This is an optimization exercise on Yosys and OpenROAD, whose aim is small area and a short achievable clock period, not a production implementation. Only simulation tests tie the RTL to the original design; equivalence was not proved. Power and IR drop assume default switching activity.

File: flow/design.v
package dp_sram_pkg;
  localparam bit RDW_OLD = 1'b0;
  localparam bit RDW_NEW = 1'b1;
  localparam int MRG_W  = 1024;
  localparam int MRG_BE = MRG_W / 8;
  typedef enum logic {
    CLEAR,
    READY
  } ctl_state_e;
  function automatic logic [MRG_W-1:0] lane_merge(
    input logic [MRG_W-1:0]  old_w,
    input logic [MRG_W-1:0]  new_w,
    input logic [MRG_BE-1:0] be
  );
    logic [MRG_W-1:0] res;
    res = old_w;
    for (int k = 0; k < MRG_BE; k++) begin
      if (be[k]) res[8*k +: 8] = new_w[8*k +: 8];
    end
    lane_merge = res;
  endfunction
endpackage
module dp_sram_clr_seq
#(
  parameter int ADDR_W = 8
) (
  input  logic              clk,
  input  logic              rst,
  output logic              clr_we,
  output logic [ADDR_W-1:0] clr_addr,
  output logic              init_done
);
  logic [ADDR_W-1:0] clr_idx;
  always_ff @(posedge clk) begin
    if (!rst) begin
      clr_idx   <= '0;
      init_done <= 1'b0;
    end else if (!init_done) begin
      clr_idx <= clr_idx + ADDR_W'(1);
      if (clr_idx == '1) init_done <= 1'b1;
    end
  end
  assign clr_we   = ~init_done;
  assign clr_addr = clr_idx;
endmodule
module dp_sram_wcell (
  input  logic       clr,
  input  logic       sa,
  input  logic       sb,
  input  logic [7:0] da,
  input  logic [7:0] db,
  input  logic [7:0] q,
  output logic [7:0] d
);
  logic hd;
  assign hd = ~(sa | sb | clr);
  assign d  = ({8{sa}} & da) | ({8{sb}} & db) | ({8{hd}} & q);
endmodule
module dp_sram_rbit (
  input  logic [127:0] sel,
  input  logic [127:0] v,
  output logic         y
);
  assign y = |(sel & v);
endmodule
module dp_sram_be
#(
  parameter int DATA_W   = 16,
  parameter int ADDR_W   = 7,
  parameter int RDW_MODE = 0
) (
  input  logic                clk,
  input  logic                rst,
  output logic                init_done,
  output logic                collision,
  input  logic                en_a,
  input  logic                we_a,
  input  logic [DATA_W/8-1:0] be_a,
  input  logic [ADDR_W-1:0]   addr_a,
  input  logic [DATA_W-1:0]   wdata_a,
  output logic [DATA_W-1:0]   rdata_a,
  output logic                rvalid_a,
  input  logic                en_b,
  input  logic                we_b,
  input  logic [DATA_W/8-1:0] be_b,
  input  logic [ADDR_W-1:0]   addr_b,
  input  logic [DATA_W-1:0]   wdata_b,
  output logic [DATA_W-1:0]   rdata_b,
  output logic                rvalid_b
);
  localparam int BE_W  = DATA_W / 8;
  localparam int DEPTH = 1 << ADDR_W;
  logic              clr_we;
  logic [ADDR_W-1:0] clr_addr;
  dp_sram_clr_seq #(
    .ADDR_W(ADDR_W)
  ) u_clr (
    .clk      (clk),
    .rst      (rst),
    .clr_we   (clr_we),
    .clr_addr (clr_addr),
    .init_done(init_done)
  );
  logic rd_a, rd_b, wr_a, wr_b, same;
  assign rd_a = init_done & en_a & ~we_a;
  assign rd_b = init_done & en_b & ~we_b;
  assign wr_a = init_done & en_a & we_a;
  assign wr_b = init_done & en_b & we_b;
  assign same = (addr_a == addr_b);
  logic [BE_W-1:0]   ena, enb;
  logic [DATA_W-1:0] db;
  always_comb begin
    for (int k = 0; k < BE_W; k++) begin
      ena[k] = wr_a & be_a[k];
      enb[k] = wr_b & be_b[k];
      db[8*k +: 8] = (ena[k] & enb[k] & same) ? 8'h00 : wdata_b[8*k +: 8];
    end
  end
  logic [DEPTH-1:0] sa [BE_W];
  logic [DEPTH-1:0] sb [BE_W];
  logic [DEPTH-1:0] rsel_a, rsel_b;
  always_comb begin
    for (int w = 0; w < DEPTH; w++) begin
      for (int k = 0; k < BE_W; k++) begin
        sa[k][w] = ena[k] & (addr_a == ADDR_W'(w));
        sb[k][w] = enb[k] & (addr_b == ADDR_W'(w));
      end
      rsel_a[w] = (addr_a == ADDR_W'(w));
      rsel_b[w] = (addr_b == ADDR_W'(w));
    end
  end
  logic [DEPTH-1:0][DATA_W-1:0] mem;
  logic [DEPTH-1:0][DATA_W-1:0] mem_d;
  for (genvar w = 0; w < DEPTH; w++) begin : g_word
    for (genvar k = 0; k < BE_W; k++) begin : g_lane
      dp_sram_wcell u_wcell (
        .clr(clr_we),
        .sa(sa[k][w]),
        .sb(sb[k][w]),
        .da(wdata_a[8*k +: 8]),
        .db(db[8*k +: 8]),
        .q (mem[w][8*k +: 8]),
        .d (mem_d[w][8*k +: 8])
      );
    end
  end
  always_ff @(posedge clk) mem <= mem_d;
  logic [DATA_W-1:0] thru_a, thru_b;
  for (genvar i = 0; i < DATA_W; i++) begin : g_rbit
    logic [DEPTH-1:0] col;
    for (genvar w = 0; w < DEPTH; w++) begin : g_col
      assign col[w] = mem[w][i];
    end
    dp_sram_rbit u_ra (.sel(rsel_a), .v(col), .y(thru_a[i]));
    dp_sram_rbit u_rb (.sel(rsel_b), .v(col), .y(thru_b[i]));
  end
  always_ff @(posedge clk) begin
    rdata_a <= thru_a;
    rdata_b <= thru_b;
    if (!rst) begin
      rvalid_a  <= 1'b0;
      rvalid_b  <= 1'b0;
      collision <= 1'b0;
    end else begin
      rvalid_a  <= rd_a;
      rvalid_b  <= rd_b;
      collision <= init_done & en_a & en_b & same & (we_a | we_b);
    end
  end
endmodule
File: flow/flow/run.sh
#!/bin/bash
# Own flow: the standard ORFS layout, with the storage write-select and
# read-mux leaf modules hand-mapped to sky130hd cells (flow/cells.v)
# instead of being mapped by ABC. Registers are untouched.
# Ports are buffered with buf_4 (instead of the smallest buffer, a delay
# cell) and the resizer may change a cell's footprint.
set -euo pipefail
python3 flow/swap.py design.v flow/cells.v > design_gates.v 2> swap.log
bash standard.sh VERILOG_FILES=$PWD/design_gates.v \
  MATCH_CELL_FOOTPRINT=0 \
  "BUFFER_PORTS_ARGS=-buffer_cell sky130_fd_sc_hd__buf_4" \
  finish > standard.log 2>&1
File: flow/flow/cells.v
// Hand-mapped sky130hd versions of the combinational leaf modules in
// rtl/dp_sram_be.sv. run.sh swaps them in for the behavioural versions
// before synthesis; they compute the same functions.
module dp_sram_wcell (
  input  wire       clr,
  input  wire       sa,
  input  wire       sb,
  input  wire [7:0] da,
  input  wire [7:0] db,
  input  wire [7:0] q,
  output wire [7:0] d
);
  wire       hd;
  wire [7:0] y;
  sky130_fd_sc_hd__nor3_1 u_hd (.A(sa), .B(sb), .C(clr), .Y(hd));
  genvar i;
  generate
    for (i = 0; i < 8; i = i + 1) begin : g
      sky130_fd_sc_hd__a222oi_1 u_m (.A1(sa), .A2(da[i]), .B1(sb), .B2(db[i]),
                                     .C1(hd), .C2(q[i]), .Y(y[i]));
      sky130_fd_sc_hd__inv_1 u_i (.A(y[i]), .Y(d[i]));
    end
  endgenerate
endmodule

module dp_sram_rbit (
  input  wire [127:0] sel,
  input  wire [127:0] v,
  output wire         y
);
  wire [42:0] n;
  wire [10:0] p;
  wire [2:0]  r;
  genvar j;
  generate
    for (j = 0; j < 42; j = j + 1) begin : g1
      sky130_fd_sc_hd__a222oi_1 u_m (.A1(sel[3*j]), .A2(v[3*j]), .B1(sel[3*j+1]), .B2(v[3*j+1]),
                                     .C1(sel[3*j+2]), .C2(v[3*j+2]), .Y(n[j]));
    end
    for (j = 0; j < 10; j = j + 1) begin : g2
      sky130_fd_sc_hd__nand4_1 u_p (.A(n[4*j]), .B(n[4*j+1]), .C(n[4*j+2]), .D(n[4*j+3]), .Y(p[j]));
    end
  endgenerate
  sky130_fd_sc_hd__a22oi_1 u_m42 (.A1(sel[126]), .A2(v[126]), .B1(sel[127]), .B2(v[127]), .Y(n[42]));
  sky130_fd_sc_hd__nand3_1 u_p10 (.A(n[40]), .B(n[41]), .C(n[42]), .Y(p[10]));
  sky130_fd_sc_hd__nor4_1  u_r0 (.A(p[0]), .B(p[1]), .C(p[2]), .D(p[3]), .Y(r[0]));
  sky130_fd_sc_hd__nor4_1  u_r1 (.A(p[4]), .B(p[5]), .C(p[6]), .D(p[7]), .Y(r[1]));
  sky130_fd_sc_hd__nor3_1  u_r2 (.A(p[8]), .B(p[9]), .C(p[10]), .Y(r[2]));
  sky130_fd_sc_hd__nand3_1 u_y  (.A(r[0]), .B(r[1]), .C(r[2]), .Y(y));
endmodule
File: flow/flow/swap.py
# Replace the behavioural leaf modules of design.v with the gate-level
# ones in cells.v. usage: python3 swap.py design.v cells.v > out.v
import re, sys
src = open(sys.argv[1]).read()
cells = open(sys.argv[2]).read()
names = re.findall(r'^\s*module\s+(\w+)', cells, re.M)
for n in names:
    pat = re.compile(r'^\s*module\s+' + n + r'\b.*?^\s*endmodule\b[^\n]*\n', re.S | re.M)
    src, k = pat.subn('', src)
    if k != 1:
        sys.exit('module %s found %d times' % (n, k))
sys.stdout.write(src + '\n' + cells)
File: flow/standard.sh
#!/bin/bash
# synth_recipe.tcl (not shown) runs the flow's synth.tcl, then flattens the netlist and writes it again
# the make line also repeats each setting of config.mk as NAME=value (left out here)
make -C /OpenROAD-flow-scripts/flow DESIGN_CONFIG=/design/flow/config.mk WORK_HOME=/design/flow/orfs CLKGATE_MAP_FILE= SYNTH_SCRIPT=/design/flow/synth_recipe.tcl "${@:-finish}"
File: flow/config.mk
export PLATFORM = sky130hd
export DESIGN_NAME = dp_sram_be
export DESIGN_NICKNAME = dp_sram_be
export VERILOG_FILES = /design/flow/design.v
export SDC_FILE = /design/flow/constraint.sdc
export NUM_CORES = 4
export LEC_CHECK = 0
export CAP_MARGIN = 20
export CORE_MARGIN = 2
export CORE_UTILIZATION = 65
export SETUP_SLACK_MARGIN = 2.5
export SLEW_MARGIN = 20
File: flow/constraint.sdc
create_clock -name core_clock -period 5.0 [get_ports {clk}]
set_input_delay 1.0000 -clock core_clock [delete_from_list [all_inputs] [get_ports {clk}]]
set_output_delay 1.0000 -clock core_clock [all_outputs]
set_load 0.01 [all_outputs]
==> summary.txt, run 1 <==
initial core utilization=65.5%; height of the die=381 um; DP Wirelength=340000 um; failing step=5_1_grt; hold_buf cts=0; clock sink total=2091; Cell Area, Placed=102000 um^2; synth top area cells=dfxtp_1 (45%), a222oi_1 (37%), inv_1 (8.4%), nor2_1 (3.1%), nand4_1 (2.4%); First Error=[ERROR GRT-0116] Global routing finished with congestion. Check the congestion regions in the DRC Viewer.; number of global-route vias before repair=128000; Post-Synth XOR/XNOR Area=0.104%; GRT Total Usage=88.4%; largest net degree at the start of global routing=101; # IOs=92; Avg Cell Area, Syn=9.84 um^2; Rows=138; Port Buf Inserts=91; Remaining Overflow, GRT=329; post-synthesis cell count=9408; die width=381 um; Syn Std Cell Area=92600 um^2; clock tree root buffer cell=clkbuf_16; Synth top area share=45.2%; Unique masters post-synth=38; post-synthesis mux area share=0.0108%; status=aborted with a tool error; largest family of logic cells by synthesized area=compound AO/OA/AOI/OAI gates; Synth warnings=6; sequential share of the synthesized area=45.2%; Final GP Congestion=1.31; post-synthesis simple-gate area fraction=8.62%; Compound-Gate Fraction of Synth Area=37.1%; syn_nets=9465; area share of fa/ha/maj cells after synthesis=0.0135%; area leader, netlist=dfxtp_1; CTS Buffer Depth=3; total CTS buffers=200; first-pass GRT wire length=966000 um; H-tree levels=4; FF+latch count, synth=2091
worst max-delay path by stage:
| stage | cells past startpoint | slack (ns) | endpoint | start |
|---|---|---|---|---|
| after floorplan | 6 | 0.80 | mem[1000]$_DFF_P_ | u_clr.init_done$_SDFF_PN0_ |
| after global placement | 11 | -0.82 | rdata_b[3]$_DFF_P_ | addr_b[1] |
| after detailed placement | 9 | -0.16 | rdata_a[3]$_DFF_P_ | addr_a[3] |
| after CTS | 10 | 2.01 | rdata_b[8]$_DFF_P_ | addr_b[4] |
repair_timing:
action | 4_1_cts
setup buffers | 318
cloned | 124
pin swaps | 553
setup endpoints to repair | 2090
hold endpoints to repair | 0
resized for setup | 1340
Yosys cell counts (all sizes together):
master     n
a21oi      3
a222oi  3392
a22oi     32
a31oi     16
and3       1
and4       6
buf       71
clkbuf    50
clkinv     1
dfxtp   2091
ha         1
inv     2066
mux2i      1
nand2     32
nand2b     2
nand3    112
nand3b     6
nand4    350
nand4b     2
nor2     777
nor2b      9
nor3     297
nor4      67
o21ai      2
o31ai      1
or3        4
or3b       4
or4        1
xnor2      1
xor2      10
logic make-up after synthesis:
kind of cell    after synthesis
compound gates             3446
buf+inv                    2188
flops                      2091
simple gates               1670
xor+xnor                     11
mux                           1
fa+ha+maj                     1
power groups by stage:
stage	sequential [mW]	clock (mW)	combinational, mW
CTS	16.7	16.1	2.10
detailed placement	17.0	0	1.33
global placement	17.0	0	1.32
floorplan	17.0	0	0.363
per-stage QoR:
stage	instances	setup slack, ns
3_5_place_dp	12100	-0.156
2_1_floorplan	9408	0.795
4_1_cts	12900	2.01
3_3_place_gp	12100	-0.824
metal layers:
metal,global-route usage [%],GRT overflow
met3,82.4,29
met4,83.8,119
met1,89.2,25
met2,96.8,152
met5,60.9,4
==> run 2: changes to the inputs <==
--- a/flow/config.mk
+++ b/flow/config.mk
@@ -7,6 +7,6 @@
 export LEC_CHECK = 0
 export CAP_MARGIN = 20
 export CORE_MARGIN = 2
-export CORE_UTILIZATION = 65
+export CORE_UTILIZATION = 50
 export SETUP_SLACK_MARGIN = 2.5
 export SLEW_MARGIN = 20
==> summary.txt, run 2 <==
Final GP Congestion=1.17; syn_nets=9465; FF+latch count, synth=2091; Place WS=-0.218 ns; Primary FF master, synth=dfxtp_1; GRT Total Usage=74.8%; largest family of logic cells by synthesized area=compound AO/OA/AOI/OAI gates; post-synthesis cell count=9408; number of enable flip-flop cells after synthesis=0; Syn Std Cell Area=92600 um^2; CTS Buffer Depth=3; Avg Cell Area, Syn=9.84 um^2; initial core utilization=50.5%; hold_buf cts=0; Synth warnings=6; Compound-Gate Fraction of Synth Area=37.1%; FFs w/ async S/R, synth=0%; DP Wirelength=375000 um; area share of fa/ha/maj cells after synthesis=0.0135%; clock sink total=2091; synth top area cells=dfxtp_1 (45%), a222oi_1 (37%), inv_1 (8.4%), nor2_1 (3.1%), nand4_1 (2.4%); Synth top cells by count=a222oi_1 (3392), dfxtp_1 (2091), inv_1 (2066), nor2_1 (773), nand4_1 (350); post-synthesis mux area share=0.0108%; area leader, netlist=dfxtp_1; status=aborted with a tool error; Synth top area share=45.2%; clock tree root buffer cell=clkbuf_16; total CTS buffers=219; # IOs=92; sequential share of the synthesized area=45.2%; height of the die=434 um; post-synthesis simple-gate area fraction=8.62%; die width=434 um; failing step=5_1_grt; Remaining Overflow, GRT=4; Inst Count DP=12700; most common cell in the netlist=a222oi_1; Post-Synth XOR/XNOR Area=0.104%; Rows=157; Cell Area, Placed=103000 um^2; H-tree levels=4; largest net degree at the start of global routing=129; Port Buf Inserts=91; First Error=[ERROR GRT-0232] Routing congestion too high. Check the congestion heatmap in the GUI.; Unique masters post-synth=38
==> run 2: what timing repair did <==
item | in CTS
pin swaps | 322
endpoints found under the setup margin | 2103
resized for setup | 1025
buffers inserted | 347
gates cloned | 35
==> run 2: metal layers <==
metal	GRT overflow	global-route usage, %
met1	0	75.7
met4	4	70.8
met3	0	63.6
met5	0	40.3
met2	0	87.4
==> run 2: how the worst max path moves through the flow <==
stage	endpoint
after global placement	rdata_b[0]$_DFF_P_
after CTS	rdata_b[7]$_DFF_P_
after floorplan	mem[1000]$_DFF_P_
after detailed placement	rdata_b[13]$_DFF_P_
==> run 2: kinds of logic after synthesis <==
| family | after synthesis |
|---|---|
| DFF | 2091 |
| and+or+nand+nor | 1670 |
| adders and majority gates | 1 |
| muxes | 1 |
| buffers and inverters | 2188 |
| AOI/OAI and AO/OA | 3446 |
| xor gates and xnor gates | 11 |
==> run 2: power groups by stage <==
| stage | sequential (mW) | combinational, mW | clock [mW] |
|---|---|---|---|
| floorplan | 17.0 | 0.363 | 0 |
| global placement | 17.0 | 1.40 | 0 |
| detailed placement | 17.0 | 1.42 | 0 |
| CTS | 16.7 | 1.76 | 17.6 |
==> run 3: changes to the inputs <==
--- a/flow/design.v
+++ b/flow/design.v
@@ -31,16 +31,21 @@
   output logic              init_done
 );
   logic [ADDR_W-1:0] clr_idx;
+  logic              busy;
   always_ff @(posedge clk) begin
     if (!rst) begin
       clr_idx   <= '0;
       init_done <= 1'b0;
-    end else if (!init_done) begin
+      busy      <= 1'b1;
+    end else if (busy) begin
       clr_idx <= clr_idx + ADDR_W'(1);
-      if (clr_idx == '1) init_done <= 1'b1;
+      if (clr_idx == '1) begin
+        init_done <= 1'b1;
+        busy      <= 1'b0;
+      end
     end
   end
-  assign clr_we   = ~init_done;
+  assign clr_we   = busy;
   assign clr_addr = clr_idx;
 endmodule
 module dp_sram_wcell (
@@ -102,10 +107,10 @@
     .init_done(init_done)
   );
   logic rd_a, rd_b, wr_a, wr_b, same;
-  assign rd_a = init_done & en_a & ~we_a;
-  assign rd_b = init_done & en_b & ~we_b;
-  assign wr_a = init_done & en_a & we_a;
-  assign wr_b = init_done & en_b & we_b;
+  assign rd_a = ~clr_we & en_a & ~we_a;
+  assign rd_b = ~clr_we & en_b & ~we_b;
+  assign wr_a = ~clr_we & en_a & we_a;
+  assign wr_b = ~clr_we & en_b & we_b;
   assign same = (addr_a == addr_b);
   logic [BE_W-1:0]   ena, enb;
   logic [DATA_W-1:0] db;
@@ -164,7 +169,7 @@
     end else begin
       rvalid_a  <= rd_a;
       rvalid_b  <= rd_b;
-      collision <= init_done & en_a & en_b & same & (we_a | we_b);
+      collision <= ~clr_we & en_a & en_b & same & (we_a | we_b);
     end
   end
 endmodule
--- a/flow/flow/cells.v
+++ b/flow/flow/cells.v
@@ -12,7 +12,7 @@
 );
   wire       hd;
   wire [7:0] y;
-  sky130_fd_sc_hd__nor3_1 u_hd (.A(sa), .B(sb), .C(clr), .Y(hd));
+  sky130_fd_sc_hd__nor3_2 u_hd (.A(sa), .B(sb), .C(clr), .Y(hd));
   genvar i;
   generate
     for (i = 0; i < 8; i = i + 1) begin : g
@@ -38,7 +38,7 @@
                                      .C1(sel[3*j+2]), .C2(v[3*j+2]), .Y(n[j]));
     end
     for (j = 0; j < 10; j = j + 1) begin : g2
-      sky130_fd_sc_hd__nand4_1 u_p (.A(n[4*j]), .B(n[4*j+1]), .C(n[4*j+2]), .D(n[4*j+3]), .Y(p[j]));
+      sky130_fd_sc_hd__nand4_2 u_p (.A(n[4*j]), .B(n[4*j+1]), .C(n[4*j+2]), .D(n[4*j+3]), .Y(p[j]));
     end
   endgenerate
   sky130_fd_sc_hd__a22oi_1 u_m42 (.A1(sel[126]), .A2(v[126]), .B1(sel[127]), .B2(v[127]), .Y(n[42]));
==> summary.txt, run 3 <==
Synth warnings=6; Synth top cells by count=a222oi_1 (3392), dfxtp_1 (2092), inv_1 (2064), nor2_1 (770), nand4_2 (320); Rows=160; clock tree root buffer cell=clkbuf_16; die width=442 um; FF+latch count, synth=2092; height of the die=442 um; Syn Std Cell Area=95900 um^2; Port Buf Inserts=91; post-synthesis cell count=9408; Inst Count DP=12700; hold_buf cts=0; failing step=5_1_grt; Compound-Gate Fraction of Synth Area=35.8%; syn_nets=9465; status=aborted with a tool error; Primary FF master, synth=dfxtp_1; Remaining Overflow, GRT=1; number of global-route vias before repair=123000; synth top area cells=dfxtp_1 (44%), a222oi_1 (35%), inv_1 (8.1%), nand4_2 (4.2%), nor2_1 (3.0%); initial core utilization=50.4%; Unique masters post-synth=42; H-tree levels=4; most common cell in the netlist=a222oi_1; largest family of logic cells by synthesized area=compound AO/OA/AOI/OAI gates; Final GP Congestion=1.13; First Error=[ERROR GRT-0116] Global routing finished with congestion. Check the congestion regions in the DRC Viewer.; first-pass GRT wire length=1060000 um; GRT Total Usage=75.6%; number of enable flip-flop cells after synthesis=0; Post-Synth XOR/XNOR Area=0.100%; Avg Cell Area, Syn=10.2 um^2; largest net degree at the start of global routing=81; Synth top area share=43.7%; total CTS buffers=218; sequential share of the synthesized area=43.7%; CTS Buffer Depth=3; clock sink total=2092; # IOs=92; FFs w/ async S/R, synth=0%; post-synthesis simple-gate area fraction=11.8%; DP Wirelength=389000 um; post-synthesis mux area share=0.0104%; area share of fa/ha/maj cells after synthesis=0.0130%; area leader, netlist=dfxtp_1; Cell Area, Placed=106000 um^2
-- run 3: cell count changes after synthesis, moves of 2 or more --
cell | previous run | this run
inv_1 | 2066 | 2064
and4b_1 | 0 | 4
and2_0 | 0 | 2
nor3_1 | 296 | 37
buf_1 | 7 | 9
clkbuf_1 | 49 | 53
nand2_1 | 32 | 34
nand4_2 | 0 | 320
buf_2 | 58 | 53
nor2_1 | 773 | 770
and4_1 | 6 | 2
and3_1 | 1 | 3
nor3_2 | 1 | 257
nand4_1 | 350 | 28
-- run 3: how the worst min path moves through the flow --
stage | cells past startpoint | slack (ns) | to
after floorplan | 2 | 0.46 | mem[0]$_DFF_P_
after global placement | 1 | 0.45 | u_clr.init_done$_SDFFE_PN0P_
after detailed placement | 1 | 0.46 | u_clr.init_done$_SDFFE_PN0P_
after CTS | 2 | 0.30 | rvalid_a$_SDFF_PN0_
-- run 3: layer usage --
| metal | overflow | track usage [%] |
|---|---|---|
| met3 | 0 | 63.8 |
| met2 | 1 | 88.3 |
| met4 | 0 | 67.5 |
| met5 | 0 | 37.7 |
| met1 | 0 | 78.7 |
-- run 3: power by group through the flow --
stage	clock network [mW]	registers [mW]	logic (mW)
after detailed placement	0	17.0	1.44
after global placement	0	17.0	1.43
after CTS	17.4	16.7	2.95
after floorplan	0	17.0	0.375
-- run 3: logic make-up after synthesis --
logic type,count (synthesis)
AOI/OAI and AO/OA,3447
xor gates and xnor gates,11
adders and majority gates,1
buffers and inverters,2187
DFF,2092
muxes,1
and+or+nand+nor,1669
-- run 3: through the flow --
step	TNS, ns	hold slack, ns	power, mW	worst slack [ns]
after floorplan	-881.44	0.458	17.4	-0.430
after global placement	-4.53	0.451	18.5	-0.634
after detailed placement	-0.499	0.461	18.5	-0.179
after CTS	0	0.300	37.0	2.07
-- run 3: what timing repair did --
action                     in CTS
setup endpoints to repair    2108
gates resized for setup      1695
gates cloned                  248
pin swaps                     432
setup buffers                 489
